From an optimization exercise on the open Yosys and OpenROAD flow, aimed at small area, a short achievable clock period and few clock cycles per item; shortcuts taken in it are not production practice.
In this exercise RTL edits were held to simulation tests only and were not proved equivalent to the original.

===== flow/design.v =====
package ipg_pkg;
   localparam logic [15:0] MAX_ITER_RESET = 16'd256;
endpackage
module iteration_palette_gradient_top (
   input  logic             clock,
   input  logic             reset,
   input  logic             req_valid,
   output logic             req_ready,
   input  logic [15:0]      req_iteration_count,
   output logic             rsp_valid,
   input  logic             rsp_ready,
   output logic [7:0]       rsp_red,
   output logic [7:0]       rsp_green,
   output logic [7:0]       rsp_blue,
   input  logic             csr_wr_en,
   input  logic [15:0]      csr_wr_data
);
   function automatic logic [59:0] pal_half(input logic [5:0] s2);
      logic [59:0] c;
      case (s2)
         6'd0: c = 60'h800448002281029;
         6'd1: c = 60'hc50ccc50aac40a1;
         6'd2: c = 60'h801218104980022;
         6'd3: c = 60'hd1a29c40c1c50aa;
         6'd4: c = 60'h8120a8004480022;
         6'd5: c = 60'hd0a02c50ccc50aa;
         6'd6: c = 60'h8120a8012181049;
         6'd7: c = 60'hd0a02d1a29c40c1;
         6'd8: c = 60'h8120a8012180044;
         6'd9: c = 60'hd0a02d1a29c50cc;
         6'd10: c = 60'h801218012180121;
         6'd11: c = 60'hd1a29d1a29d1a29;
         6'd12: c = 60'h800448012180121;
         6'd13: c = 60'hc50ccd1a29d1a29;
         6'd14: c = 60'h810498012180121;
         6'd15: c = 60'hc40c1d1a29d1a29;
         6'd16: c = 60'h800228004480121;
         6'd17: c = 60'hc50aac50ccd1a29;
         6'd18: c = 60'h800118104980044;
         6'd19: c = 60'hc5099c40c1c50cc;
         6'd20: c = 60'hc50998002280044;
         6'd21: c = 60'h80011c50aac50cc;
         6'd22: c = 60'hd1c4ac40c180121;
         6'd23: c = 60'h8024281049d1a29;
         6'd24: c = 60'hd1c4ad0a0280022;
         6'd25: c = 60'h802428120ac50aa;
         6'd26: c = 60'hd4aa0d4a9180011;
         6'd27: c = 60'h8022081219c5099;
         6'd28: c = 60'hd0a02d4a9100000;
         6'd29: c = 60'h8120a8121900000;
         6'd30: c = 60'hc40c1d0a02c5099;
         6'd31: c = 60'h810498120a80011;
         6'd32: c = 60'hc5099d1a29c50aa;
         6'd33: c = 60'h800118012180022;
         6'd34: c = 60'h00000c40c1d1a29;
         6'd35: c = 60'h000008104980121;
         6'd36: c = 60'h80011c50aad4aa0;
         6'd37: c = 60'hc50998002280220;
         6'd38: c = 60'hc4091c40a0d1c4a;
         6'd39: c = 60'h810198002080242;
         6'd40: c = 60'hc40a1c40a1d1c4a;
         6'd41: c = 60'h810298102980242;
         6'd42: c = 60'hc50aac40a1d4aa0;
         6'd43: c = 60'h800228102980220;
         6'd44: c = 60'hd1a29c40a0d0a02;
         6'd45: c = 60'h80121800208120a;
         default: c = 60'h0;
      endcase
      pal_half = c;
   endfunction
   function automatic logic [23:0] pal_halfk(input logic [5:0] s2);
      logic [23:0] c;
      case (s2)
         6'd0: c = 24'h190a08;
         6'd1: c = 24'h2d140f;
         6'd2: c = 24'h2d140f;
         6'd3: c = 24'h462319;
         6'd4: c = 24'h462319;
         6'd5: c = 24'h643723;
         6'd6: c = 24'h643723;
         6'd7: c = 24'h825032;
         6'd8: c = 24'h825032;
         6'd9: c = 24'ha06946;
         6'd10: c = 24'ha06946;
         6'd11: c = 24'hb9825f;
         6'd12: c = 24'hb9825f;
         6'd13: c = 24'hcd9b78;
         6'd14: c = 24'hcd9b78;
         6'd15: c = 24'hdcb491;
         6'd16: c = 24'hdcb491;
         6'd17: c = 24'he6c8aa;
         6'd18: c = 24'he6c8aa;
         6'd19: c = 24'hebd7be;
         6'd20: c = 24'hebd7be;
         6'd21: c = 24'he6e1d2;
         6'd22: c = 24'he6e1d2;
         6'd23: c = 24'hb4d2eb;
         6'd24: c = 24'hb4d2eb;
         6'd25: c = 24'h82b4f5;
         6'd26: c = 24'h82b4f5;
         6'd27: c = 24'h5a91fa;
         6'd28: c = 24'h5a91fa;
         6'd29: c = 24'h3c6efa;
         6'd30: c = 24'h3c6efa;
         6'd31: c = 24'h2d50f5;
         6'd32: c = 24'h2d50f5;
         6'd33: c = 24'h2837eb;
         6'd34: c = 24'h2837eb;
         6'd35: c = 24'h2828d2;
         6'd36: c = 24'h2828d2;
         6'd37: c = 24'h2d1eaa;
         6'd38: c = 24'h2d1eaa;
         6'd39: c = 24'h2a1678;
         6'd40: c = 24'h2a1678;
         6'd41: c = 24'h230f46;
         6'd42: c = 24'h230f46;
         6'd43: c = 24'h19081e;
         6'd44: c = 24'h19081e;
         6'd45: c = 24'h000000;
         default: c = 24'h0;
      endcase
      pal_halfk = c;
   endfunction
   function automatic logic [59:0] pal_booth3x(input logic [4:0] s);
      logic [59:0] c;
      case (s)
         5'd0: c = 60'h800448002281029;
         5'd1: c = 60'h801218104980022;
         5'd2: c = 60'h8120a8004480022;
         5'd3: c = 60'h8120a8012181049;
         5'd4: c = 60'h8120a8012180044;
         5'd5: c = 60'h801218012180121;
         5'd6: c = 60'h800448012180121;
         5'd7: c = 60'h810498012180121;
         5'd8: c = 60'h800228004480121;
         5'd9: c = 60'h800118104980044;
         5'd10: c = 60'hc50998002280044;
         5'd11: c = 60'hd1c4ac40c180121;
         5'd12: c = 60'hd1c4ad0a0280022;
         5'd13: c = 60'hd4aa0d4a9180011;
         5'd14: c = 60'hd0a02d4a9100000;
         5'd15: c = 60'hc40c1d0a02c5099;
         5'd16: c = 60'hc5099d1a29c50aa;
         5'd17: c = 60'h00000c40c1d1a29;
         5'd18: c = 60'h80011c50aad4aa0;
         5'd19: c = 60'hc4091c40a0d1c4a;
         5'd20: c = 60'hc40a1c40a1d1c4a;
         5'd21: c = 60'hc50aac40a1d4aa0;
         5'd22: c = 60'hd1a29c40a0d0a02;
         default: c = 60'h0;
      endcase
      pal_booth3x = c;
   endfunction
   function automatic logic [53:0] pal_booth3(input logic [4:0] s);
      logic [53:0] c;
      case (s)
         5'd0: c = 54'h00044000881029;
         5'd1: c = 54'h00121041240022;
         5'd2: c = 54'h0120a001100022;
         5'd3: c = 54'h0120a004841049;
         5'd4: c = 54'h0120a004840044;
         5'd5: c = 54'h00121004840121;
         5'd6: c = 54'h00044004840121;
         5'd7: c = 54'h01049004840121;
         5'd8: c = 54'h00022001100121;
         5'd9: c = 54'h00011041240044;
         5'd10: c = 54'h05099000880044;
         5'd11: c = 54'h11c4a103040121;
         5'd12: c = 54'h11c4a428080022;
         5'd13: c = 54'h14aa052a440011;
         5'd14: c = 54'h10a0252a440000;
         5'd15: c = 54'h040c1428085099;
         5'd16: c = 54'h05099468a450aa;
         5'd17: c = 54'h00000103051a29;
         5'd18: c = 54'h00011142a94aa0;
         5'd19: c = 54'h04091102811c4a;
         5'd20: c = 54'h040a1102851c4a;
         5'd21: c = 54'h050aa102854aa0;
         5'd22: c = 54'h11a29102810a02;
         default: c = 54'h0;
      endcase
      pal_booth3 = c;
   endfunction
   function automatic logic [35:0] pal_booth(input logic [4:0] s);
      logic [35:0] c;
      case (s)
         5'd0: c = 36'h04806e015;
         5'd1: c = 36'h0b104506e;
         5'd2: c = 36'h08604806e;
         5'd3: c = 36'h0860b1045;
         5'd4: c = 36'h0860b1048;
         5'd5: c = 36'h0b10b10b1;
         5'd6: c = 36'h0480b10b1;
         5'd7: c = 36'h0450b10b1;
         5'd8: c = 36'h06e0480b1;
         5'd9: c = 36'h009045048;
         5'd10: c = 36'h02d06e048;
         5'd11: c = 36'ha461410b1;
         5'd12: c = 36'ha4618e06e;
         5'd13: c = 36'hab0aa9009;
         5'd14: c = 36'h18eaa9000;
         5'd15: c = 36'h14118e02d;
         5'd16: c = 36'h02d195156;
         5'd17: c = 36'h000141195;
         5'd18: c = 36'h009156ab0;
         5'd19: c = 36'h029030a46;
         5'd20: c = 36'h031031a46;
         5'd21: c = 36'h156031ab0;
         5'd22: c = 36'h19503018e;
         default: c = 36'h0;
      endcase
      pal_booth = c;
   endfunction
   function automatic logic [23:0] pal_blend(input logic [5:0] ix);
      logic [23:0] c;
      case (ix)
         6'd0: c = 24'h190a08;
         6'd1: c = 24'h2d140f;
         6'd2: c = 24'h2d140f;
         6'd3: c = 24'h462319;
         6'd4: c = 24'h462319;
         6'd5: c = 24'h643723;
         6'd6: c = 24'h643723;
         6'd7: c = 24'h825032;
         6'd8: c = 24'h825032;
         6'd9: c = 24'ha06946;
         6'd10: c = 24'ha06946;
         6'd11: c = 24'hb9825f;
         6'd12: c = 24'hb9825f;
         6'd13: c = 24'hcd9b78;
         6'd14: c = 24'hcd9b78;
         6'd15: c = 24'hdcb491;
         6'd16: c = 24'hdcb491;
         6'd17: c = 24'he6c8aa;
         6'd18: c = 24'he6c8aa;
         6'd19: c = 24'hebd7be;
         6'd20: c = 24'hebd7be;
         6'd21: c = 24'he6e1d2;
         6'd22: c = 24'he6e1d2;
         6'd23: c = 24'hb4d2eb;
         6'd24: c = 24'hb4d2eb;
         6'd25: c = 24'h82b4f5;
         6'd26: c = 24'h82b4f5;
         6'd27: c = 24'h5a91fa;
         6'd28: c = 24'h5a91fa;
         6'd29: c = 24'h3c6efa;
         6'd30: c = 24'h3c6efa;
         6'd31: c = 24'h2d50f5;
         6'd32: c = 24'h2d50f5;
         6'd33: c = 24'h2837eb;
         6'd34: c = 24'h2837eb;
         6'd35: c = 24'h2828d2;
         6'd36: c = 24'h2828d2;
         6'd37: c = 24'h2d1eaa;
         6'd38: c = 24'h2d1eaa;
         6'd39: c = 24'h2a1678;
         6'd40: c = 24'h2a1678;
         6'd41: c = 24'h230f46;
         6'd42: c = 24'h230f46;
         6'd43: c = 24'h19081e;
         6'd44: c = 24'h19081e;
         6'd45: c = 24'h000000;
         default: c = 24'h0;
      endcase
      pal_blend = c;
   endfunction
   logic [15:0] lim;
   logic [16:0] dv;
   logic        en;
   logic        rdy;
   logic [14:0] vld;
   logic [15:0] c_in;
   logic        out_v, skid_v, skid_v_n;
   logic [23:0] out_c, skid_c;
   logic [21:0] n2_1;
   logic [0:0] int_2;
   logic [21:0] n2_p1;
   logic [0:0] int_p1;
   logic [17:0] t_3;
   logic [16:0] h_4;
   logic [4:0] lo_5;
   logic [0:0] q_6;
   logic [0:0] int_p2;
   logic [16:0] h_p2;
   logic [4:0] lo_p2;
   logic [0:0] q_p2;
   logic [17:0] t_7;
   logic [16:0] h_8;
   logic [3:0] lo_9;
   logic [1:0] q_10;
   logic [0:0] int_p3;
   logic [16:0] h_p3;
   logic [3:0] lo_p3;
   logic [1:0] q_p3;
   logic [17:0] t_11;
   logic [16:0] h_12;
   logic [2:0] lo_13;
   logic [2:0] q_14;
   logic [0:0] int_p4;
   logic [16:0] h_p4;
   logic [2:0] lo_p4;
   logic [2:0] q_p4;
   logic [17:0] t_15;
   logic [16:0] h_16;
   logic [1:0] lo_17;
   logic [3:0] q_18;
   logic [0:0] int_p5;
   logic [16:0] h_p5;
   logic [1:0] lo_p5;
   logic [3:0] q_p5;
   logic [17:0] t_19;
   logic [16:0] h_20;
   logic [0:0] lo_21;
   logic [4:0] q_22;
   logic [0:0] int_p6;
   logic [16:0] h_p6;
   logic [0:0] lo_p6;
   logic [4:0] q_p6;
   logic [17:0] t_23;
   logic [16:0] h_24;
   logic [5:0] q_25;
   logic [0:0] int_p7;
   logic [16:0] h_p7;
   logic [5:0] q_p7;
   logic [5:0] s2_26;
   logic [16:0] ut_27;
   logic [15:0] u_28;
   logic [59:0] bdr_29;
   logic [53:0] bd_30;
   logic [2:0] ng_31;
   logic [5:0] ix_32;
   logic [15:0] u_p8;
   logic [53:0] bd_p8;
   logic [2:0] ng_p8;
   logic [5:0] ix_p8;
   logic [2:0] sb_33;
   logic [19:0] hx_34;
   logic [19:0] v00_35;
   logic [19:0] v01_36;
   logic [19:0] v02_37;
   logic [21:0] e00_38;
   logic [21:0] e01_39;
   logic [21:0] e02_40;
   logic [21:0] e03_41;
   logic [21:0] dm0_42;
   logic [21:0] sa0_43;
   logic [21:0] ca0_44;
   logic [21:0] sb0_45;
   logic [21:0] cb0_46;
   logic [21:0] ps0_47;
   logic [21:0] pc0_48;
   logic [19:0] v10_49;
   logic [19:0] v11_50;
   logic [19:0] v12_51;
   logic [21:0] e10_52;
   logic [21:0] e11_53;
   logic [21:0] e12_54;
   logic [21:0] e13_55;
   logic [21:0] dm1_56;
   logic [21:0] sa1_57;
   logic [21:0] ca1_58;
   logic [21:0] sb1_59;
   logic [21:0] cb1_60;
   logic [21:0] ps1_61;
   logic [21:0] pc1_62;
   logic [19:0] v20_63;
   logic [19:0] v21_64;
   logic [19:0] v22_65;
   logic [21:0] e20_66;
   logic [21:0] e21_67;
   logic [21:0] e22_68;
   logic [21:0] e23_69;
   logic [21:0] dm2_70;
   logic [21:0] sa2_71;
   logic [21:0] ca2_72;
   logic [21:0] sb2_73;
   logic [21:0] cb2_74;
   logic [21:0] ps2_75;
   logic [21:0] pc2_76;
   logic [5:0] ix_p9;
   logic [2:0] sb_p9;
   logic [21:0] ps0_p9;
   logic [21:0] pc0_p9;
   logic [21:0] ps1_p9;
   logic [21:0] pc1_p9;
   logic [21:0] ps2_p9;
   logic [21:0] pc2_p9;
   logic [21:0] tt0_77;
   logic [16:0] ch0_78;
   logic [3:0] cl0_79;
   logic [1:0] cq0_80;
   logic [21:0] tt1_81;
   logic [16:0] ch1_82;
   logic [3:0] cl1_83;
   logic [1:0] cq1_84;
   logic [21:0] tt2_85;
   logic [16:0] ch2_86;
   logic [3:0] cl2_87;
   logic [1:0] cq2_88;
   logic [5:0] ix_p10;
   logic [16:0] ch0_p10;
   logic [3:0] cl0_p10;
   logic [1:0] cq0_p10;
   logic [16:0] ch1_p10;
   logic [3:0] cl1_p10;
   logic [1:0] cq1_p10;
   logic [16:0] ch2_p10;
   logic [3:0] cl2_p10;
   logic [1:0] cq2_p10;
   logic [17:0] t_89;
   logic [16:0] ch0_90;
   logic [2:0] cl0_91;
   logic [2:0] cq0_92;
   logic [17:0] t_93;
   logic [16:0] ch1_94;
   logic [2:0] cl1_95;
   logic [2:0] cq1_96;
   logic [17:0] t_97;
   logic [16:0] ch2_98;
   logic [2:0] cl2_99;
   logic [2:0] cq2_100;
   logic [5:0] ix_p11;
   logic [16:0] ch0_p11;
   logic [2:0] cl0_p11;
   logic [2:0] cq0_p11;
   logic [16:0] ch1_p11;
   logic [2:0] cl1_p11;
   logic [2:0] cq1_p11;
   logic [16:0] ch2_p11;
   logic [2:0] cl2_p11;
   logic [2:0] cq2_p11;
   logic [17:0] t_101;
   logic [16:0] ch0_102;
   logic [1:0] cl0_103;
   logic [3:0] cq0_104;
   logic [17:0] t_105;
   logic [16:0] ch1_106;
   logic [1:0] cl1_107;
   logic [3:0] cq1_108;
   logic [17:0] t_109;
   logic [16:0] ch2_110;
   logic [1:0] cl2_111;
   logic [3:0] cq2_112;
   logic [5:0] ix_p12;
   logic [16:0] ch0_p12;
   logic [1:0] cl0_p12;
   logic [3:0] cq0_p12;
   logic [16:0] ch1_p12;
   logic [1:0] cl1_p12;
   logic [3:0] cq1_p12;
   logic [16:0] ch2_p12;
   logic [1:0] cl2_p12;
   logic [3:0] cq2_p12;
   logic [17:0] t_113;
   logic [16:0] ch0_114;
   logic [0:0] cl0_115;
   logic [4:0] cq0_116;
   logic [17:0] t_117;
   logic [16:0] ch1_118;
   logic [0:0] cl1_119;
   logic [4:0] cq1_120;
   logic [17:0] t_121;
   logic [16:0] ch2_122;
   logic [0:0] cl2_123;
   logic [4:0] cq2_124;
   logic [5:0] ix_p13;
   logic [16:0] ch0_p13;
   logic [0:0] cl0_p13;
   logic [4:0] cq0_p13;
   logic [16:0] ch1_p13;
   logic [0:0] cl1_p13;
   logic [4:0] cq1_p13;
   logic [16:0] ch2_p13;
   logic [0:0] cl2_p13;
   logic [4:0] cq2_p13;
   logic [17:0] t_125;
   logic [5:0] cq0_126;
   logic [17:0] t_127;
   logic [5:0] cq1_128;
   logic [17:0] t_129;
   logic [5:0] cq2_130;
   logic [5:0] ix_p14;
   logic [5:0] cq0_p14;
   logic [5:0] cq1_p14;
   logic [5:0] cq2_p14;
   logic [23:0] kb_131;
   logic [23:0] col_132;
   always_ff @(posedge clock) begin
      if (reset) begin
         lim <= 16'd256;
         dv  <= 17'd256;
      end else if (csr_wr_en) begin
         lim <= csr_wr_data;
         dv  <= {1'b0, csr_wr_data[15:1], csr_wr_data[0] | (csr_wr_data == 16'd0)};
      end
   end
   assign en = !skid_v;
   always_ff @(posedge clock) begin
      if (reset) begin
         vld <= '0;
      end else if (en) begin
         vld <= {vld[13:0], req_valid};
      end
   end
   always_ff @(posedge clock) begin
      if (en) begin
         c_in <= req_iteration_count;
      end
   end
   assign n2_1 = {({5'd0, c_in} << 4) + ({5'd0, c_in} << 3) - {5'd0, c_in}, 1'b0};
   assign int_2 = (c_in >= lim);
   assign t_3 = {1'b0, n2_p1[21:5]} + ({1'b0, dv} ^ {18{1'b1}}) + {17'd0, 1'b1};
   assign h_4 = t_3[16:0];
   assign lo_5 = n2_p1[4:0];
   assign q_6 = !t_3[16];
   assign t_7 = {h_p2, lo_p2[4]} + ({1'b0, dv} ^ {18{q_p2[0]}}) + {17'd0, q_p2[0]};
   assign h_8 = t_7[16:0];
   assign lo_9 = lo_p2[3:0];
   assign q_10 = {q_p2, !t_7[16]};
   assign t_11 = {h_p3, lo_p3[3]} + ({1'b0, dv} ^ {18{q_p3[0]}}) + {17'd0, q_p3[0]};
   assign h_12 = t_11[16:0];
   assign lo_13 = lo_p3[2:0];
   assign q_14 = {q_p3, !t_11[16]};
   assign t_15 = {h_p4, lo_p4[2]} + ({1'b0, dv} ^ {18{q_p4[0]}}) + {17'd0, q_p4[0]};
   assign h_16 = t_15[16:0];
   assign lo_17 = lo_p4[1:0];
   assign q_18 = {q_p4, !t_15[16]};
   assign t_19 = {h_p5, lo_p5[1]} + ({1'b0, dv} ^ {18{q_p5[0]}}) + {17'd0, q_p5[0]};
   assign h_20 = t_19[16:0];
   assign lo_21 = lo_p5[0:0];
   assign q_22 = {q_p5, !t_19[16]};
   assign t_23 = {h_p6, lo_p6[0]} + ({1'b0, dv} ^ {18{q_p6[0]}}) + {17'd0, q_p6[0]};
   assign h_24 = t_23[16:0];
   assign q_25 = {q_p6, !t_23[16]};
   assign s2_26 = int_p7 ? 6'd46 : q_p7;
   assign ut_27 = dv + (h_p7 ^ {17{!h_p7[16]}}) + {16'd0, !h_p7[16]};
   assign u_28 = ut_27[15:0];
   assign bdr_29 = pal_half(s2_26);
   assign ng_31[0] = bdr_29[18];
   assign bd_30[0 +: 18] = bdr_29[0 +: 18];
   assign ng_31[1] = bdr_29[38];
   assign bd_30[18 +: 18] = bdr_29[20 +: 18];
   assign ng_31[2] = bdr_29[58];
   assign bd_30[36 +: 18] = bdr_29[40 +: 18];
   assign ix_32 = s2_26;
   assign sb_33 = ~ng_p8 | {3{u_p8 == 16'd0}};
   assign hx_34 = {4'd0, u_p8};
   assign v00_35 = (({20{bd_p8[0]}} & hx_34) | ({20{bd_p8[1]}} & {hx_34[18:0], 1'b0}) | ({20{bd_p8[2]}} & {hx_34[17:0], 2'b0})) ^ {20{bd_p8[3]}};
   assign v01_36 = (({20{bd_p8[4]}} & hx_34) | ({20{bd_p8[5]}} & {hx_34[18:0], 1'b0}) | ({20{bd_p8[6]}} & {hx_34[17:0], 2'b0})) ^ {20{bd_p8[7]}};
   assign v02_37 = (({20{bd_p8[8]}} & hx_34) | ({20{bd_p8[9]}} & {hx_34[18:0], 1'b0}) | ({20{bd_p8[10]}} & {hx_34[17:0], 2'b0})) ^ {20{bd_p8[11]}};
   assign e00_38 = {{2{v00_35[19]}}, v00_35};
   assign e01_39 = {v01_36, 1'b0, sb_33[0]};
   assign e02_40 = {v02_37[17:0], 4'b0000};
   assign e03_41 = {16'd0, bd_p8[17:12]};
   assign dm0_42 = {1'b0, dv[15:0], 5'd0} ^ {22{sb_33[0]}};
   assign sa0_43 = e00_38 ^ e01_39 ^ e02_40;
   assign ca0_44 = {(e00_38[20:0] & e01_39[20:0]) | (e00_38[20:0] & e02_40[20:0]) | (e01_39[20:0] & e02_40[20:0]), 1'b0};
   assign sb0_45 = sa0_43 ^ ca0_44 ^ dm0_42;
   assign cb0_46 = {(sa0_43[20:0] & ca0_44[20:0]) | (sa0_43[20:0] & dm0_42[20:0]) | (ca0_44[20:0] & dm0_42[20:0]), 1'b0};
   assign ps0_47 = sb0_45 ^ cb0_46 ^ e03_41;
   assign pc0_48 = {(sb0_45[20:0] & cb0_46[20:0]) | (sb0_45[20:0] & e03_41[20:0]) | (cb0_46[20:0] & e03_41[20:0]), 1'b0};
   assign v10_49 = (({20{bd_p8[18]}} & hx_34) | ({20{bd_p8[19]}} & {hx_34[18:0], 1'b0}) | ({20{bd_p8[20]}} & {hx_34[17:0], 2'b0})) ^ {20{bd_p8[21]}};
   assign v11_50 = (({20{bd_p8[22]}} & hx_34) | ({20{bd_p8[23]}} & {hx_34[18:0], 1'b0}) | ({20{bd_p8[24]}} & {hx_34[17:0], 2'b0})) ^ {20{bd_p8[25]}};
   assign v12_51 = (({20{bd_p8[26]}} & hx_34) | ({20{bd_p8[27]}} & {hx_34[18:0], 1'b0}) | ({20{bd_p8[28]}} & {hx_34[17:0], 2'b0})) ^ {20{bd_p8[29]}};
   assign e10_52 = {{2{v10_49[19]}}, v10_49};
   assign e11_53 = {v11_50, 1'b0, sb_33[1]};
   assign e12_54 = {v12_51[17:0], 4'b0000};
   assign e13_55 = {16'd0, bd_p8[35:30]};
   assign dm1_56 = {1'b0, dv[15:0], 5'd0} ^ {22{sb_33[1]}};
   assign sa1_57 = e10_52 ^ e11_53 ^ e12_54;
   assign ca1_58 = {(e10_52[20:0] & e11_53[20:0]) | (e10_52[20:0] & e12_54[20:0]) | (e11_53[20:0] & e12_54[20:0]), 1'b0};
   assign sb1_59 = sa1_57 ^ ca1_58 ^ dm1_56;
   assign cb1_60 = {(sa1_57[20:0] & ca1_58[20:0]) | (sa1_57[20:0] & dm1_56[20:0]) | (ca1_58[20:0] & dm1_56[20:0]), 1'b0};
   assign ps1_61 = sb1_59 ^ cb1_60 ^ e13_55;
   assign pc1_62 = {(sb1_59[20:0] & cb1_60[20:0]) | (sb1_59[20:0] & e13_55[20:0]) | (cb1_60[20:0] & e13_55[20:0]), 1'b0};
   assign v20_63 = (({20{bd_p8[36]}} & hx_34) | ({20{bd_p8[37]}} & {hx_34[18:0], 1'b0}) | ({20{bd_p8[38]}} & {hx_34[17:0], 2'b0})) ^ {20{bd_p8[39]}};
   assign v21_64 = (({20{bd_p8[40]}} & hx_34) | ({20{bd_p8[41]}} & {hx_34[18:0], 1'b0}) | ({20{bd_p8[42]}} & {hx_34[17:0], 2'b0})) ^ {20{bd_p8[43]}};
   assign v22_65 = (({20{bd_p8[44]}} & hx_34) | ({20{bd_p8[45]}} & {hx_34[18:0], 1'b0}) | ({20{bd_p8[46]}} & {hx_34[17:0], 2'b0})) ^ {20{bd_p8[47]}};
   assign e20_66 = {{2{v20_63[19]}}, v20_63};
   assign e21_67 = {v21_64, 1'b0, sb_33[2]};
   assign e22_68 = {v22_65[17:0], 4'b0000};
   assign e23_69 = {16'd0, bd_p8[53:48]};
   assign dm2_70 = {1'b0, dv[15:0], 5'd0} ^ {22{sb_33[2]}};
   assign sa2_71 = e20_66 ^ e21_67 ^ e22_68;
   assign ca2_72 = {(e20_66[20:0] & e21_67[20:0]) | (e20_66[20:0] & e22_68[20:0]) | (e21_67[20:0] & e22_68[20:0]), 1'b0};
   assign sb2_73 = sa2_71 ^ ca2_72 ^ dm2_70;
   assign cb2_74 = {(sa2_71[20:0] & ca2_72[20:0]) | (sa2_71[20:0] & dm2_70[20:0]) | (ca2_72[20:0] & dm2_70[20:0]), 1'b0};
   assign ps2_75 = sb2_73 ^ cb2_74 ^ e23_69;
   assign pc2_76 = {(sb2_73[20:0] & cb2_74[20:0]) | (sb2_73[20:0] & e23_69[20:0]) | (cb2_74[20:0] & e23_69[20:0]), 1'b0};
   assign tt0_77 = ps0_p9 + pc0_p9;
   assign ch0_78 = tt0_77[21:5];
   assign cl0_79 = tt0_77[4:1];
   assign cq0_80 = {sb_p9[0], !tt0_77[21]};
   assign tt1_81 = ps1_p9 + pc1_p9;
   assign ch1_82 = tt1_81[21:5];
   assign cl1_83 = tt1_81[4:1];
   assign cq1_84 = {sb_p9[1], !tt1_81[21]};
   assign tt2_85 = ps2_p9 + pc2_p9;
   assign ch2_86 = tt2_85[21:5];
   assign cl2_87 = tt2_85[4:1];
   assign cq2_88 = {sb_p9[2], !tt2_85[21]};
   assign t_89 = {ch0_p10, cl0_p10[3]} + ({1'b0, dv} ^ {18{cq0_p10[0]}}) + {17'd0, cq0_p10[0]};
   assign ch0_90 = t_89[16:0];
   assign cl0_91 = cl0_p10[2:0];
   assign cq0_92 = {cq0_p10, !t_89[16]};
   assign t_93 = {ch1_p10, cl1_p10[3]} + ({1'b0, dv} ^ {18{cq1_p10[0]}}) + {17'd0, cq1_p10[0]};
   assign ch1_94 = t_93[16:0];
   assign cl1_95 = cl1_p10[2:0];
   assign cq1_96 = {cq1_p10, !t_93[16]};
   assign t_97 = {ch2_p10, cl2_p10[3]} + ({1'b0, dv} ^ {18{cq2_p10[0]}}) + {17'd0, cq2_p10[0]};
   assign ch2_98 = t_97[16:0];
   assign cl2_99 = cl2_p10[2:0];
   assign cq2_100 = {cq2_p10, !t_97[16]};
   assign t_101 = {ch0_p11, cl0_p11[2]} + ({1'b0, dv} ^ {18{cq0_p11[0]}}) + {17'd0, cq0_p11[0]};
   assign ch0_102 = t_101[16:0];
   assign cl0_103 = cl0_p11[1:0];
   assign cq0_104 = {cq0_p11, !t_101[16]};
   assign t_105 = {ch1_p11, cl1_p11[2]} + ({1'b0, dv} ^ {18{cq1_p11[0]}}) + {17'd0, cq1_p11[0]};
   assign ch1_106 = t_105[16:0];
   assign cl1_107 = cl1_p11[1:0];
   assign cq1_108 = {cq1_p11, !t_105[16]};
   assign t_109 = {ch2_p11, cl2_p11[2]} + ({1'b0, dv} ^ {18{cq2_p11[0]}}) + {17'd0, cq2_p11[0]};
   assign ch2_110 = t_109[16:0];
   assign cl2_111 = cl2_p11[1:0];
   assign cq2_112 = {cq2_p11, !t_109[16]};
   assign t_113 = {ch0_p12, cl0_p12[1]} + ({1'b0, dv} ^ {18{cq0_p12[0]}}) + {17'd0, cq0_p12[0]};
   assign ch0_114 = t_113[16:0];
   assign cl0_115 = cl0_p12[0:0];
   assign cq0_116 = {cq0_p12, !t_113[16]};
   assign t_117 = {ch1_p12, cl1_p12[1]} + ({1'b0, dv} ^ {18{cq1_p12[0]}}) + {17'd0, cq1_p12[0]};
   assign ch1_118 = t_117[16:0];
   assign cl1_119 = cl1_p12[0:0];
   assign cq1_120 = {cq1_p12, !t_117[16]};
   assign t_121 = {ch2_p12, cl2_p12[1]} + ({1'b0, dv} ^ {18{cq2_p12[0]}}) + {17'd0, cq2_p12[0]};
   assign ch2_122 = t_121[16:0];
   assign cl2_123 = cl2_p12[0:0];
   assign cq2_124 = {cq2_p12, !t_121[16]};
   assign t_125 = {ch0_p13, cl0_p13[0]} + ({1'b0, dv} ^ {18{cq0_p13[0]}}) + {17'd0, cq0_p13[0]};
   assign cq0_126 = {cq0_p13, !t_125[16]};
   assign t_127 = {ch1_p13, cl1_p13[0]} + ({1'b0, dv} ^ {18{cq1_p13[0]}}) + {17'd0, cq1_p13[0]};
   assign cq1_128 = {cq1_p13, !t_127[16]};
   assign t_129 = {ch2_p13, cl2_p13[0]} + ({1'b0, dv} ^ {18{cq2_p13[0]}}) + {17'd0, cq2_p13[0]};
   assign cq2_130 = {cq2_p13, !t_129[16]};
   assign kb_131 = pal_halfk(ix_p14);
   assign col_132[0+:8] = kb_131[0+:8] + {{3{!cq0_p14[5]}}, cq0_p14[4:0]};
   assign col_132[8+:8] = kb_131[8+:8] + {{3{!cq1_p14[5]}}, cq1_p14[4:0]};
   assign col_132[16+:8] = kb_131[16+:8] + {{3{!cq2_p14[5]}}, cq2_p14[4:0]};
   always_ff @(posedge clock) begin
      if (en) begin
         n2_p1 <= n2_1;
         int_p1 <= int_2;
      end
   end
   always_ff @(posedge clock) begin
      if (en) begin
         int_p2 <= int_p1;
         h_p2 <= h_4;
         lo_p2 <= lo_5;
         q_p2 <= q_6;
      end
   end
   always_ff @(posedge clock) begin
      if (en) begin
         int_p3 <= int_p2;
         h_p3 <= h_8;
         lo_p3 <= lo_9;
         q_p3 <= q_10;
      end
   end
   always_ff @(posedge clock) begin
      if (en) begin
         int_p4 <= int_p3;
         h_p4 <= h_12;
         lo_p4 <= lo_13;
         q_p4 <= q_14;
      end
   end
   always_ff @(posedge clock) begin
      if (en) begin
         int_p5 <= int_p4;
         h_p5 <= h_16;
         lo_p5 <= lo_17;
         q_p5 <= q_18;
      end
   end
   always_ff @(posedge clock) begin
      if (en) begin
         int_p6 <= int_p5;
         h_p6 <= h_20;
         lo_p6 <= lo_21;
         q_p6 <= q_22;
      end
   end
   always_ff @(posedge clock) begin
      if (en) begin
         int_p7 <= int_p6;
         h_p7 <= h_24;
         q_p7 <= q_25;
      end
   end
   always_ff @(posedge clock) begin
      if (en) begin
         u_p8 <= u_28;
         bd_p8 <= bd_30;
         ng_p8 <= ng_31;
         ix_p8 <= ix_32;
      end
   end
   always_ff @(posedge clock) begin
      if (en) begin
         ix_p9 <= ix_p8;
         sb_p9 <= sb_33;
         ps0_p9 <= ps0_47;
         pc0_p9 <= pc0_48;
         ps1_p9 <= ps1_61;
         pc1_p9 <= pc1_62;
         ps2_p9 <= ps2_75;
         pc2_p9 <= pc2_76;
      end
   end
   always_ff @(posedge clock) begin
      if (en) begin
         ix_p10 <= ix_p9;
         ch0_p10 <= ch0_78;
         cl0_p10 <= cl0_79;
         cq0_p10 <= cq0_80;
         ch1_p10 <= ch1_82;
         cl1_p10 <= cl1_83;
         cq1_p10 <= cq1_84;
         ch2_p10 <= ch2_86;
         cl2_p10 <= cl2_87;
         cq2_p10 <= cq2_88;
      end
   end
   always_ff @(posedge clock) begin
      if (en) begin
         ix_p11 <= ix_p10;
         ch0_p11 <= ch0_90;
         cl0_p11 <= cl0_91;
         cq0_p11 <= cq0_92;
         ch1_p11 <= ch1_94;
         cl1_p11 <= cl1_95;
         cq1_p11 <= cq1_96;
         ch2_p11 <= ch2_98;
         cl2_p11 <= cl2_99;
         cq2_p11 <= cq2_100;
      end
   end
   always_ff @(posedge clock) begin
      if (en) begin
         ix_p12 <= ix_p11;
         ch0_p12 <= ch0_102;
         cl0_p12 <= cl0_103;
         cq0_p12 <= cq0_104;
         ch1_p12 <= ch1_106;
         cl1_p12 <= cl1_107;
         cq1_p12 <= cq1_108;
         ch2_p12 <= ch2_110;
         cl2_p12 <= cl2_111;
         cq2_p12 <= cq2_112;
      end
   end
   always_ff @(posedge clock) begin
      if (en) begin
         ix_p13 <= ix_p12;
         ch0_p13 <= ch0_114;
         cl0_p13 <= cl0_115;
         cq0_p13 <= cq0_116;
         ch1_p13 <= ch1_118;
         cl1_p13 <= cl1_119;
         cq1_p13 <= cq1_120;
         ch2_p13 <= ch2_122;
         cl2_p13 <= cl2_123;
         cq2_p13 <= cq2_124;
      end
   end
   always_ff @(posedge clock) begin
      if (en) begin
         ix_p14 <= ix_p13;
         cq0_p14 <= cq0_126;
         cq1_p14 <= cq1_128;
         cq2_p14 <= cq2_130;
      end
   end
   always_comb begin
      if (skid_v) begin
         skid_v_n = !rsp_ready;
      end else if (out_v && !rsp_ready) begin
         skid_v_n = vld[14];
      end else begin
         skid_v_n = 1'b0;
      end
   end
   always_ff @(posedge clock) begin
      if (reset) begin
         out_v  <= 1'b0;
         skid_v <= 1'b0;
         rdy    <= 1'b1;
      end else begin
         skid_v <= skid_v_n;
         rdy    <= !skid_v_n;
         if (skid_v) begin
            if (rsp_ready) begin
               out_v <= 1'b1;
            end
         end else if (!(out_v && !rsp_ready)) begin
            out_v <= vld[14];
         end
      end
   end
   always_ff @(posedge clock) begin
      if (skid_v) begin
         if (rsp_ready) begin
            out_c <= skid_c;
         end
      end else if (out_v && !rsp_ready) begin
         skid_c <= col_132;
      end else begin
         out_c <= col_132;
      end
   end
   assign req_ready = rdy;
   assign rsp_valid = out_v;
   assign rsp_red   = out_c[7:0];
   assign rsp_green = out_c[15:8];
   assign rsp_blue  = out_c[23:16];
endmodule

===== flow/flow/run.sh =====
#!/bin/bash
set -euo pipefail
MARGIN=$(cat flow/margin.txt)
bash standard.sh synth > synth.log 2>&1
bash standard.sh SETUP_SLACK_MARGIN=$MARGIN finish > layout.log 2>&1

===== flow/config.mk =====
export PLATFORM = sky130hd
export DESIGN_NAME = iteration_palette_gradient_top
export DESIGN_NICKNAME = iteration_palette_gradient_top
export VERILOG_FILES = /design/flow/design.v
export SDC_FILE = /design/flow/constraint.sdc
export NUM_CORES = 4
export LEC_CHECK = 0
export CAP_MARGIN = 20
export CORE_MARGIN = 2
export CORE_UTILIZATION = 40
export CTS_CLUSTER_DIAMETER = 90
export CTS_CLUSTER_SIZE = 22
export SETUP_SLACK_MARGIN = 5
export SLEW_MARGIN = 20

===== flow/constraint.sdc =====
create_clock -name core_clock -period 9.5 [get_ports {clock}]
set_input_delay 1.9000 -clock core_clock [delete_from_list [all_inputs] [get_ports {clock}]]
set_output_delay 1.9000 -clock core_clock [all_outputs]
set_load 0.01 [all_outputs]

===== flow/flow/margin.txt =====
6.45

===== flow/standard.sh =====
#!/bin/bash
# synth_recipe.tcl (not shown) runs the flow's synth.tcl, then flattens the netlist and writes it again
# the make line also repeats each setting of config.mk as NAME=value (left out here)
make -C /OpenROAD-flow-scripts/flow DESIGN_CONFIG=/design/flow/config.mk WORK_HOME=/design/flow/orfs CLKGATE_MAP_FILE= SYNTH_SCRIPT=/design/flow/synth_recipe.tcl "${@:-finish}"

==> impl_metrics.env, run 1 <==
export IMPL_dr_total_vias=39850
export IMPL_skew_ps=52.30
export IMPL_fp_dieW_um=377.7
export IMPL_yosys_top_cells_area="edfxtp_1, ha_1, xnor2_1"
export IMPL_grt_first_pass_wirelength_um=208500
export IMPL_slew_violations=0
export IMPL_dp_hpwl_um=88590
export IMPL_wl_per_cell_um=19.18
export IMPL_die_area_um2=142600
export IMPL_seq_area_frac_synth_pct=41.20
export IMPL_place_congestion=0.8773
export IMPL_drt_wl_total_um=138700
export IMPL_grt_pass1_vias=37410
export IMPL_finalCritPeriodShare_pct=33.85
export IMPL_grt_max_degree=147
export IMPL_synth_compound_area_share_pct=14.79
export IMPL_worst_path_dominant_cell_family="flip-flops"
export IMPL_synth_top_cell_area_share_pct=39.09
export IMPL_clk_path_buf_depth=3
export IMPL_h_tree_depth=2
export IMPL_drive_above_1_share_pct=10.09
export IMPL_hold_violations=0
export IMPL_placed_area_um2=58170
export IMPL_syn_inst=5181
export IMPL_critical_path_slowest_cell="edfxtp_1"
export IMPL_synth_simple_area_share_pct=9.407
export IMPL_hold_class="reg2reg"
export IMPL_die_y_um=377.7
export IMPL_rr_worst_depth=12
export IMPL_synth_area_um2=55850
export IMPL_remaining_drc_errors=0
export IMPL_start_kind="register"
export IMPL_synthToLayoutAreaGrowth_pct=11.79
export IMPL_nFillCells=12940
export IMPL_drt_iter0_markers=4397
export IMPL_cts_hold_buffers_added=0
export IMPL_port_buffers=62
export IMPL_synth_nets=5860
export IMPL_path_max_fanout=1
export IMPL_final_antenna_net_count=0
export IMPL_setup_violations=0
export IMPL_grt_ovfl_total=0
export IMPL_syn_avg_cell_area_um2=10.78
export IMPL_synth_xor_area_share_pct=12.66
export IMPL_final_area_um2=62430
export IMPL_status="no timing/DRC/antenna violations"
export IMPL_worst_pin_slew_ps=996.3
export IMPL_fin_crit_ps=3216
export IMPL_critical_path_arrival_ps=1320
export IMPL_ys_ff_latch=786
export IMPL_cts_root_buf="clkbuf_16"
export IMPL_path_buf_inv=1
export IMPL_num_rows=137
export IMPL_max_cap_violations=0
export IMPL_required_ps=7600
export IMPL_synth_warnings=1
export IMPL_yosysTopAreaCell="edfxtp_1"
export IMPL_synthAdderAreaFrac_pct=16.34
export IMPL_grt_usage_pct=18.34
export IMPL_start_util_pct=40.18
export IMPL_whs_path_depth=0
export IMPL_ys_flop_type="edfxtp_1"
export IMPL_rsz0062_at_grt="yes"
export IMPL_muxShareOfSynthArea_pct=1.530
export IMPL_synth_distinct_cells=91
export IMPL_maxSlewHeadroom_pct=33.47
export IMPL_cp_depth=1
export IMPL_clk_latency_ps=690
export IMPL_firstDrtPassIters=22
export IMPL_clock_sinks=786
export IMPL_path_cells="buf_2"
export IMPL_core_um2=139000
export IMPL_timing_setup_tns_ps=0
export IMPL_cts_buffers=49
export IMPL_crit_path_end_kind="output port"
export IMPL_critPathKind="reg2out"
export IMPL_nNetsFinal=5994
export IMPL_max_freq_ghz=0.3109
export IMPL_clkTransAtPathRegs_ps=90
export IMPL_cts_tree="yes"
export IMPL_antenna_found_initial=0
export IMPL_synth_top_family_by_area="adder cells"
export IMPL_slowest_delay_ps=450
export IMPL_synth_edf_count=727
export IMPL_routed_via_density=5.513
export IMPL_async_flop_share_pct=0
export IMPL_ioPinCount=63
==> cell type report <==
type | count | area [um^2] | share of cell area [%]
Clock buffer | 69 | 1354 | 2.168
Inverter | 341 | 1325 | 2.122
Tap cell | 1876 | 2347 | 3.760
Timing Repair Buffer | 335 | 3163 | 5.066
Multi-Input combinational cell | 3802 | 30930 | 49.53
Sequential cell | 786 | 23060 | 36.94
Clock inverter | 19 | 255.2 | 0.4088
Antenna cell | 1 | 2.502 | 0.004008
==> kinds of logic (layout without fill, tap and decap cells) <==
family          after synthesis  in the layout
flops                       786            786
xor+xnor                    807            807
other cells                   0              1
buf+inv                     593            764
simple gates               1098           1098
compound gates             1175           1175
mux                          80             80
fa+ha+maj                   642            642
==> stage by stage <==
stage | hold WS (ps) | cells | utilization (%) | worst slack, ps
after floorplan | 400.3 | 5181 | - | 6455
after global placement | 400.4 | 6902 | 41.84 | 5674
after detailed placement | 404.5 | 6902 | 41.85 | 5667
after CTS | 408.6 | 7093 | 43.75 | 6227
after global routing | 412.4 | 7228 | 44.91 | 6250
final | 418.3 | 7229 | 44.91 | 6284
==> cells in the final DEF, fill, tap and decap left out, types with 35 or more instances in the layout <==
cell	netlist	layout
o21bai_1	53	52
and3_1	51	51
clkbuf_16	0	58
o211ai_1	70	70
mux2i_1	54	50
inv_1	327	322
nand2b_1	53	53
xnor2_1	459	458
dfxtp_1	59	40
a21oi_1	300	294
nor2b_1	73	73
nor3_1	105	104
ha_1	496	491
o21ai_0	173	168
a21o_1	111	111
clkdlybuf4s50_1	0	35
a222oi_1	112	112
o21a_1	45	45
fa_1	146	142
nand2_1	284	281
edfxtp_1	727	727
nor2_1	321	317
xor2_1	348	348
nand3_1	70	70
buf_4	0	218
==> state kept, by name, summed over array words and instances, names as in the netlist, 24 cells and up <==
signal,flops
bd_p8,35
kb_131,24
out_c,24
skid_c,24
==> cell usage after synthesis, types with 18 or more instances <==
cell	count
edfxtp_1	727
ha_1	496
xnor2_1	459
xor2_1	348
inv_1	327
nor2_1	321
a21oi_1	300
nand2_1	284
o21ai_0	173
clkbuf_1	171
fa_1	146
a222oi_1	112
a21o_1	111
nor3_1	105
nor2b_1	73
nand3_1	70
o211ai_1	70
dfxtp_1	59
buf_1	57
mux2i_1	54
nand2b_1	53
o21bai_1	53
and3_1	51
o21a_1	45
a22oi_1	34
a211oi_1	27
a2111oi_0	26
buf_2	22
or3_1	22
nor3b_1	20
a31oi_1	19
mux2_2	19
nand4_1	19
a21boi_0	18
or2_2	18
==> final timing paths <==
check                           startpoint          to  slack, ps
worst min-delay path               q_p5[2]     q_p6[3]        420
worst max-delay path              out_c[1]  rsp_red[1]       6280
worst max register to register      lim[2]    h_p7[12]       6460
worst min register to register     q_p5[2]     q_p6[3]        420
==> routing by layer <==
| metal | track usage (%) | vias to the layer above | part of all wire [%] | wire [um] |
|---|---|---|---|---|
| met2 | 30.95 | 1201 | 47 | 64880 |
| li1 | - | 19130 | - | - |
| met4 | 5.668 | 0 | 3.2 | 4410 |
| met1 | 24.32 | 19270 | 44 | 60850 |
| met5 | 0 | - | 0 | 0 |
| met3 | 2.490 | 259 | 6.2 | 8546 |
==> what timing repair did <==
action,in CTS,in global routing
setup endpoints to repair,533,452
buffers inserted,103,128
gates resized for setup,171,93
gates cloned,0,7
pin swaps,4,47
Testbench counts, summed over its fixed seeds: cycles 4,928, items 4,800.
==> run 2, diff against run 1 <==
==> flow/flow/margin.txt (replaced) <==
6.25
==> impl_metrics.env, run 2 <==
export IMPL_wl_per_cell_um=18.13
export IMPL_firstDrtPassIters=17
export IMPL_port_buffers=62
export IMPL_ioPinCount=63
export IMPL_slew_violations=0
export IMPL_drt_iter0_markers=3521
export IMPL_rrSetupSlack_ps=6370
export IMPL_async_flop_share_pct=0
export IMPL_largest_reg_flops=35
export IMPL_clk_path_buf_depth=3
export IMPL_rsz0062_at_grt="yes"
export IMPL_num_rows=137
export IMPL_nFillCells=12980
export IMPL_critical_path_slowest_cell="edfxtp_1"
export IMPL_worst_path_dominant_cell_family="flip-flops"
export IMPL_dr_total_vias=38450
export IMPL_cts_root_buf="clkbuf_16"
export IMPL_synthToLayoutAreaGrowth_pct=9.154
export IMPL_rr_worst_depth=7
export IMPL_skew_ps=49.68
export IMPL_yosys_top_cells_area="edfxtp_1, ha_1, xnor2_1"
export IMPL_timing_setup_tns_ps=0
export IMPL_finalCritPeriodShare_pct=33.42
export IMPL_synth_edf_count=727
export IMPL_status="no timing/DRC/antenna violations"
export IMPL_antenna_found_initial=2
export IMPL_min_to="cq0_p12[2]"
export IMPL_required_ps=7600
export IMPL_whs_path_depth=0
export IMPL_nNetsFinal=5869
export IMPL_clkTransAtPathRegs_ps=90
export IMPL_die_y_um=377.7
export IMPL_path_buf_inv=1
export IMPL_hold_violations=0
export IMPL_worst_pin_slew_ps=1077
export IMPL_syn_inst=5181
export IMPL_path_cells="clkdlybuf4s15_1"
export IMPL_reg2reg_to="ps0_p9[4]"
export IMPL_synth_top_cell_area_share_pct=39.09
export IMPL_start_util_pct=40.18
export IMPL_instances_no_fill=7101
export IMPL_seq_area_frac_synth_pct=41.20
export IMPL_grt_max_degree=199
export IMPL_min_from="cq0_p11[1]"
export IMPL_grt_first_pass_wirelength_um=202800
export IMPL_regMostFlops="bd_p8"
export IMPL_maxSlewHeadroom_pct=28.22
export IMPL_die_area_um2=142600
export IMPL_remaining_drc_errors=0
export IMPL_grt_ovfl_total=0
export IMPL_drt_wl_total_um=128800
export IMPL_hold_class="reg2reg"
export IMPL_final_antenna_net_count=0
export IMPL_slowest_delay_ps=380
export IMPL_final_common_cell="edfxtp_1"
export IMPL_place_congestion=0.8573
export IMPL_fp_dieW_um=377.7
export IMPL_syn_avg_cell_area_um2=10.78
export IMPL_dp_hpwl_um=90150
export IMPL_dp_cells=6912
export IMPL_fin_crit_ps=3175
export IMPL_cts_buffers=47
export IMPL_max_freq_ghz=0.3150
export IMPL_core_um2=139000
export IMPL_synth_nets=5860
export IMPL_start_kind="register"
export IMPL_routed_via_density=5.414
export IMPL_crit_path_end_kind="output port"
export IMPL_max_cap_violations=0
export IMPL_synth_most_common_cell="edfxtp_1"
export IMPL_layout_common_cells="edfxtp_1, ha_1, xnor2_1"
export IMPL_synth_distinct_cells=91
export IMPL_ys_ff_latch=786
export IMPL_regToRegStartpoint="bd_p8[2]"
export IMPL_yosysTopAreaCell="edfxtp_1"
export IMPL_clk_latency_ps=670
export IMPL_cts_tree="yes"
export IMPL_h_tree_depth=2
export IMPL_synth_area_um2=55850
export IMPL_critPathKind="reg2out"
export IMPL_critPathLaunch="out_c[15]"
export IMPL_yosys_top_cells_count="edfxtp_1, ha_1, xnor2_1"
export IMPL_grt_pass1_vias=36500
export IMPL_critical_path_arrival_ps=1270
export IMPL_setup_violations=0
export IMPL_path_max_fanout=1
export IMPL_grt_usage_pct=17.70
export IMPL_clock_sinks=786
export IMPL_drive_above_1_share_pct=6.854
export IMPL_synth_warnings=1
export IMPL_ys_flop_type="edfxtp_1"
[run 2: cell counts after synthesis]
Identical to the previous run, type by type.
[run 2: final cells by class]
cell class,count,area [um^2],area share [%]
well taps,1876,2347,3.850
diodes,2,5.005,0.008210
inverters,341,1310,2.149
flip-flops and latches,786,23060,37.83
multi-input cells,3802,30730,50.41
repair buffers,212,1989,3.263
clock buffers,61,1239,2.032
clock inverters,21,280.3,0.4597
[run 2: worst max-delay path by stage]
stage / depth (start not counted) / to / slack, ps
after floorplan: 12 / q_p3[0] / 6250
after global placement: 3 / skid_c[6] / 5670
after detailed placement: 9 / h_p5[14] / 5620
after CTS: 10 / h_p2[14] / 6250
after global routing: 12 / h_p7[12] / 6230
final: 1 / rsp_green[7] / 6330
[run 2: kinds of logic (layout without fill, tap and decap cells)]
family,count (synthesis),count (layout),share of synthesized area (%)
compound gates,1175,1175,14.79
xor+xnor,807,807,12.66
fa+ha+maj,642,642,16.34
buf+inv,593,635,4.068
flops,786,786,41.20
mux,80,80,1.530
other cells,0,2,0
simple gates,1098,1098,9.407
[run 2: per-stage QoR]
step                worst slack [ps]  area, um^2  util, %  hold slack [ps]
finish                          6325       60960    43.85            408.4
global route                    6231       60960    43.85            410.6
CTS                             6251       60210    43.31            399.2
detailed placement              5624       58260    41.91            404.5
global placement                5675       58240    41.89            400.8
floorplan                       6255       55880        -            400.3
[run 2: timing repair]
action | CTS | global route
pin swaps | 1 | 2
hold buffers | 0 | 0
endpoints found under the setup margin | 214 | 108
resized for setup | 93 | 45
setup buffers | 36 | 69
[run 2: metal layers]
metal  track usage [%]  share of wire [%]  vias up
met5                 0              0.010        -
met4             5.049                2.9        2
met3             2.108                4.4      162
met2             30.13                 48      876
met1             23.62                 45    18560
li1                  -                  -    18850
==> run 3, diff against run 2 <==
==> flow/flow/margin.txt (replaced) <==
6.35
--- a/flow/config.mk
+++ b/flow/config.mk
@@ -8,7 +8,7 @@
 export CAP_MARGIN = 20
 export CORE_MARGIN = 2
 export CORE_UTILIZATION = 40
-export CTS_CLUSTER_DIAMETER = 90
-export CTS_CLUSTER_SIZE = 22
+export CTS_CLUSTER_DIAMETER = 80
+export CTS_CLUSTER_SIZE = 26
 export SETUP_SLACK_MARGIN = 5
 export SLEW_MARGIN = 20
==> impl_metrics.env, run 3 <==
export IMPL_nNetsFinal=5877
export IMPL_yosys_top_cells_area="edfxtp_1, ha_1, xnor2_1"
export IMPL_remaining_drc_errors=0
export IMPL_rrSetupSlack_ps=6420
export IMPL_final_common_cell="edfxtp_1"
export IMPL_crit_path_end_kind="output port"
export IMPL_max_cap_violations=0
export IMPL_layout_common_cells="edfxtp_1, ha_1, xnor2_1"
export IMPL_fp_dieW_um=377.7
export IMPL_critPathLaunch="out_c[5]"
export IMPL_reg2reg_to="q_p3[0]"
export IMPL_antenna_found_initial=1
export IMPL_final_seq_area_um2=23050
export IMPL_start_util_pct=40.18
export IMPL_port_buffers=62
export IMPL_worst_path_dominant_cell_family="flip-flops"
export IMPL_core_um2=139000
export IMPL_clkTransAtPathRegs_ps=100
export IMPL_critical_path_slowest_cell="edfxtp_1"
export IMPL_timing_setup_tns_ps=0
export IMPL_setup_violations=0
export IMPL_hold_class="reg2reg"
export IMPL_die_area_um2=142600
export IMPL_max_freq_ghz=0.3155
export IMPL_drive_above_1_share_pct=7.955
export IMPL_wl_per_cell_um=18.57
export IMPL_cts_hold_buffers_added=0
export IMPL_syn_inst=5181
export IMPL_skew_ps=48.48
export IMPL_firstDrtPassIters=16
export IMPL_path_buf_inv=1
export IMPL_grt_ovfl_total=0
export IMPL_num_rows=137
export IMPL_grt_max_degree=151
export IMPL_clk_path_buf_depth=3
export IMPL_synth_edf_count=727
export IMPL_ys_flop_type="edfxtp_1"
export IMPL_synth_nets=5860
export IMPL_seq_area_frac_synth_pct=41.20
export IMPL_clk_latency_ps=700
export IMPL_synthToLayoutAreaGrowth_pct=10.04
export IMPL_clock_sinks=786
export IMPL_dr_total_vias=38860
export IMPL_start_kind="register"
export IMPL_place_congestion=0.8561
export IMPL_yosys_top_cells_count="edfxtp_1, ha_1, xnor2_1"
export IMPL_synth_most_common_cell="edfxtp_1"
export IMPL_synth_top_cell_area_share_pct=39.09
export IMPL_finalCritPeriodShare_pct=33.37
export IMPL_cts_root_buf="clkbuf_16"
export IMPL_synth_distinct_cells=91
export IMPL_async_flop_share_pct=0
export IMPL_slowest_delay_ps=420
export IMPL_rr_worst_depth=12
export IMPL_rsz0062_at_grt="yes"
export IMPL_cts_buffers=54
export IMPL_grt_usage_pct=18.01
export IMPL_fin_crit_ps=3170
export IMPL_yosysTopAreaCell="edfxtp_1"
export IMPL_routed_via_density=5.460
export IMPL_grt_first_pass_wirelength_um=205600
export IMPL_grt_pass1_vias=37260
export IMPL_placed_area_um2=58240
export IMPL_slew_violations=0
export IMPL_regMostFlops="bd_p8"
export IMPL_hold_violations=0
export IMPL_die_y_um=377.7
export IMPL_antenna_cells=0
export IMPL_path_cells="buf_2"
export IMPL_synth_area_um2=55850
export IMPL_h_tree_depth=2
export IMPL_required_ps=7600
export IMPL_final_antenna_net_count=0
export IMPL_final_area_um2=61460
export IMPL_largest_reg_flops=35
export IMPL_synth_warnings=1
export IMPL_critPathKind="reg2out"
export IMPL_cts_tree="yes"
export IMPL_dp_hpwl_um=89030
export IMPL_multi_input_area_um2=30810
export IMPL_ys_ff_latch=786
export IMPL_nFillCells=12950
export IMPL_status="no timing/DRC/antenna violations"
export IMPL_maxSlewHeadroom_pct=31.10
export IMPL_syn_avg_cell_area_um2=10.78
export IMPL_ioPinCount=63
export IMPL_regToRegStartpoint="lim[2]"
export IMPL_min_from="sb_p9[2]"
export IMPL_cp_depth=1
export IMPL_drt_wl_total_um=132200
export IMPL_critical_path_arrival_ps=1270
export IMPL_worst_pin_slew_ps=1033
export IMPL_endpoint="rsp_red[5]"
export IMPL_path_max_fanout=1
export IMPL_drt_iter0_markers=3737
run 3: changes by cell type in the layout (fill, tap and decap cells not counted), moves of 7 or more:
cell	change
clkdlybuf4s15_1	-22
buf_2	+24
inv_8	+7
clkbuf_1	-11
clkbuf_16	+10
run 3: layer usage:
metal,track usage [%],up-vias,part of all wire (%)
met5,0,-,0
met4,5.691,0,3.2
met3,2.076,194,4.7
met2,30.57,996,47
met1,23.94,18800,45
li1,-,18870,-
run 3: kinds of logic (layout without fill, tap and decap cells):
kind of cell / after synthesis / count (layout) / synth area share, %
AO/OA/AOI/OAI: 1175 / 1175 / 14.79
XOR/XNOR: 807 / 807 / 12.66
adder cells (fa/ha/maj): 642 / 642 / 16.34
buffers and inverters: 593 / 654 / 4.068
flip-flops: 786 / 786 / 41.20
multiplexers: 80 / 80 / 1.530
AND/OR/NAND/NOR: 1098 / 1098 / 9.407
run 3: through the flow:
step / cells / utilization (%) / setup slack, ps / hold slack [ps]
floorplan: 5181 / - / 6371 / 400.3
global placement: 6912 / 41.88 / 5625 / 400.5
detailed placement: 6912 / 41.89 / 5606 / 404.5
CTS: 7071 / 43.73 / 6259 / 375.6
global route: 7118 / 44.21 / 6215 / 391.2
finish: 7118 / 44.21 / 6330 / 385.1
run 3: final cells by class:
class                   instances  share of cell area (%)
flip-flops and latches        786                   37.50
clock buffers                  59                   2.315
well taps                    1876                   3.819
clock inverters                41                  0.9406
repair buffers                213                   3.152
multi-input cells            3802                   50.13
inverters                     341                   2.142
run 3: worst min path at each step:
stage	to	slack [ps]	depth (start not counted)
2_1_floorplan	cl0_p11[0]	400	0
3_3_place_gp	ix_p9[1]	400	0
3_5_place_dp	cq2_p10[1]	400	0
4_1_cts	cq2_p10[1]	380	0
5_1_grt	cq2_p10[1]	390	0
6_report	cq2_p10[1]	390	0
run 3: timing repair:
item / 4_1_cts / 5_1_grt
setup buffers: 59 / 46
resized for setup: 141 / 66
endpoints found under the setup margin: 443 / 157
endpoints found under the hold margin: 0 / 0
gates cloned: 0 / 1
pin swaps: 2 / 11

## separate check: timing with driven ports
The results above use ideal ports. As a check the final layouts listed here were re-extracted and re-timed, cells and wires unchanged.
Step 1 assumes that a clkbuf_16 drives the clock port and a buf_2 every other input.
Step 2 also shifts input and output timing later by t, the mid clock arrival at the registers, as if the neighbouring blocks saw the same clock.
Slacks: ideal ports / drivers / drivers and shift; pairs: ideal ports / drivers.
run | shift t [ns] | setup WS [ns] | worst hold slack (ns)
run 1 | 0.750 | 6.284 / 6.198 / 6.011 | 0.418 / 0.418 / 0.418
run 2 | 0.721 | 6.325 / 6.251 / 5.734 | 0.408 / 0.408 / 0.408
run 3 | 0.752 | 6.330 / 6.254 / 6.007 | 0.385 / 0.385 / 0.385
After both steps every run listed still meets setup and hold. The setup slack of run 2, which loses most, moves by -0.074 ns with the drivers and by -0.591 ns with both steps.
